Background: an optimization exercise with open tools, aiming at small area and a short achievable clock period. Do not read the settings as production practice. Only simulation tests tie the RTL to the original design; equivalence was not proved. Power is estimated from default activity; no workload was simulated.

Design btb_sat, start of the top module:
module btb_sat #(
   parameter int ENTRIES  = 8,
   parameter int IDX_W    = 3,
   parameter int PC_W     = 32,
   parameter int CNT_W    = 2,
   parameter int CNT_INIT = 2
) (
   input  logic            clk,
   input  logic            reset,
   input  logic [PC_W-1:0] pc_in,
   output logic            hit,
   output logic            token,
   output logic [PC_W-1:0] next_pc_out,
   input  logic            is_req_pc,
   input  logic [PC_W-1:0] req_pc,
   input  logic [PC_W-1:0] predict_target,
   input  logic            req_taken,
   input  logic            flush
);
Size in the first run: about 1700 cells after synthesis, about 530 flip-flops, ~140 I/O pins, roughly 25000 µm² of cells after synthesis.
export LEC_CHECK = 0
export ABC_CLOCK_PERIOD_IN_PS = 4000
export CAP_MARGIN = 20
export CORE_MARGIN = 2
export CORE_UTILIZATION = 65
export SETUP_SLACK_MARGIN = 2.5
export SLEW_MARGIN = 20
create_clock -name core_clock -period 8.0 [get_ports {clk}]
standard.sh (not shown) runs the stock make flow with config.mk's settings and CLKGATE_MAP_FILE= SYNTH_SCRIPT=/design/flow/synth_recipe.tcl, a recipe that flattens the netlist after the stock synthesis.
==> flow/flow/run.sh <==
#!/bin/bash
set -euo pipefail
export BUFFER_PORTS_ARGS="-buffer_cell sky130_fd_sc_hd__buf_2"
export CTS_ARGS="-sink_clustering_enable -repair_clock_nets -dont_use_dummy_load -sink_clustering_size 25 -sink_clustering_max_diameter 90"
PLATFORM_DONT_USE="sky130_fd_sc_hd__probe_p_8 sky130_fd_sc_hd__probec_p_8 sky130_fd_sc_hd__lpflow_bleeder_1 sky130_fd_sc_hd__lpflow_clkbufkapwr_1 sky130_fd_sc_hd__lpflow_clkbufkapwr_16 sky130_fd_sc_hd__lpflow_clkbufkapwr_2 sky130_fd_sc_hd__lpflow_clkbufkapwr_4 sky130_fd_sc_hd__lpflow_clkbufkapwr_8 sky130_fd_sc_hd__lpflow_clkinvkapwr_1 sky130_fd_sc_hd__lpflow_clkinvkapwr_16 sky130_fd_sc_hd__lpflow_clkinvkapwr_2 sky130_fd_sc_hd__lpflow_clkinvkapwr_4 sky130_fd_sc_hd__lpflow_clkinvkapwr_8 sky130_fd_sc_hd__lpflow_decapkapwr_12 sky130_fd_sc_hd__lpflow_decapkapwr_3 sky130_fd_sc_hd__lpflow_decapkapwr_4 sky130_fd_sc_hd__lpflow_decapkapwr_6 sky130_fd_sc_hd__lpflow_decapkapwr_8 sky130_fd_sc_hd__lpflow_inputiso0n_1 sky130_fd_sc_hd__lpflow_inputiso0p_1 sky130_fd_sc_hd__lpflow_inputiso1n_1 sky130_fd_sc_hd__lpflow_inputiso1p_1 sky130_fd_sc_hd__lpflow_inputisolatch_1 sky130_fd_sc_hd__lpflow_isobufsrc_1 sky130_fd_sc_hd__lpflow_isobufsrc_16 sky130_fd_sc_hd__lpflow_isobufsrc_2 sky130_fd_sc_hd__lpflow_isobufsrc_4 sky130_fd_sc_hd__lpflow_isobufsrc_8 sky130_fd_sc_hd__lpflow_isobufsrckapwr_16 sky130_fd_sc_hd__lpflow_lsbuf_lh_hl_isowell_tap_1 sky130_fd_sc_hd__lpflow_lsbuf_lh_hl_isowell_tap_2 sky130_fd_sc_hd__lpflow_lsbuf_lh_hl_isowell_tap_4 sky130_fd_sc_hd__lpflow_lsbuf_lh_isowell_4 sky130_fd_sc_hd__lpflow_lsbuf_lh_isowell_tap_1 sky130_fd_sc_hd__lpflow_lsbuf_lh_isowell_tap_2 sky130_fd_sc_hd__lpflow_lsbuf_lh_isowell_tap_4"
EXTRA_DONT_USE="sky130_fd_sc_hd__nor4_1 sky130_fd_sc_hd__nor4_2 sky130_fd_sc_hd__nor4_4 sky130_fd_sc_hd__nor4b_1 sky130_fd_sc_hd__nor4b_2 sky130_fd_sc_hd__nor4b_4 sky130_fd_sc_hd__nor4bb_1 sky130_fd_sc_hd__nor4bb_2 sky130_fd_sc_hd__nor4bb_4 sky130_fd_sc_hd__a2111oi_0 sky130_fd_sc_hd__a2111oi_1 sky130_fd_sc_hd__a2111oi_2 sky130_fd_sc_hd__a2111oi_4 sky130_fd_sc_hd__a2111o_1 sky130_fd_sc_hd__a2111o_2 sky130_fd_sc_hd__a2111o_4 sky130_fd_sc_hd__or4_1 sky130_fd_sc_hd__or4_2 sky130_fd_sc_hd__or4_4 sky130_fd_sc_hd__or4b_1 sky130_fd_sc_hd__or4b_2 sky130_fd_sc_hd__or4b_4 sky130_fd_sc_hd__or4bb_1 sky130_fd_sc_hd__or4bb_2 sky130_fd_sc_hd__or4bb_4"
export GLOBAL_PLACEMENT_ARGS="-timing_driven_net_weight_max 5 -timing_driven_nets_percentage 20"
bash standard.sh "DONT_USE_CELLS=$PLATFORM_DONT_USE $EXTRA_DONT_USE" finish > standard.log 2>&1
Rerun with:
--- a/flow/flow/run.sh
+++ b/flow/flow/run.sh
@@ -6 +6 @@
-EXTRA_DONT_USE="sky130_fd_sc_hd__nor4_1 sky130_fd_sc_hd__nor4_2 sky130_fd_sc_hd__nor4_4 sky130_fd_sc_hd__nor4b_1 sky130_fd_sc_hd__nor4b_2 sky130_fd_sc_hd__nor4b_4 sky130_fd_sc_hd__nor4bb_1 sky130_fd_sc_hd__nor4bb_2 sky130_fd_sc_hd__nor4bb_4 sky130_fd_sc_hd__a2111oi_0 sky130_fd_sc_hd__a2111oi_1 sky130_fd_sc_hd__a2111oi_2 sky130_fd_sc_hd__a2111oi_4 sky130_fd_sc_hd__a2111o_1 sky130_fd_sc_hd__a2111o_2 sky130_fd_sc_hd__a2111o_4 sky130_fd_sc_hd__or4_1 sky130_fd_sc_hd__or4_2 sky130_fd_sc_hd__or4_4 sky130_fd_sc_hd__or4b_1 sky130_fd_sc_hd__or4b_2 sky130_fd_sc_hd__or4b_4 sky130_fd_sc_hd__or4bb_1 sky130_fd_sc_hd__or4bb_2 sky130_fd_sc_hd__or4bb_4"
+EXTRA_DONT_USE="sky130_fd_sc_hd__nor4_1 sky130_fd_sc_hd__nor4_2 sky130_fd_sc_hd__nor4_4 sky130_fd_sc_hd__nor4b_1 sky130_fd_sc_hd__nor4b_2 sky130_fd_sc_hd__nor4b_4 sky130_fd_sc_hd__nor4bb_1 sky130_fd_sc_hd__nor4bb_2 sky130_fd_sc_hd__nor4bb_4"
Result: The new run passed the timing, DRC and antenna checks. Final cell count barely changes. Combinational power came out higher by about 1%. Global-route usage came out higher by 1.2 points.

## what the ideal ports hide
The results above use ideal ports. As a check the final layouts listed here were re-extracted and re-timed, cells and wires unchanged. Step 1 assumes that a clkbuf_16 drives the clock port and a buf_2 every other input. Step 2 times the ports against the registers' clock, not the clock port: input delays grow and output delays shrink by t, the midpoint of the rising clock arrivals with the driver on. a / b / c = ideal ports / drivers / drivers and shift; a / b = the first two.
run	shift t [ns]	slack for setup (ns)	latest minus earliest clock arrival (ns)	worst register clock-pin slew, ns	worst slew at a driven data input, ns
the first run	0.651	2.459 / 2.426 / 2.020	0.030 / 0.029	0.11 / 0.11	0.07
the second run	0.635	2.496 / 2.457 / 2.194	0.039 / 0.039	0.11 / 0.11	0.08
After both steps every run listed still meets setup and hold. The setup slack of the first run, which loses most, moves by -0.033 ns with the drivers and by -0.439 ns with both steps.
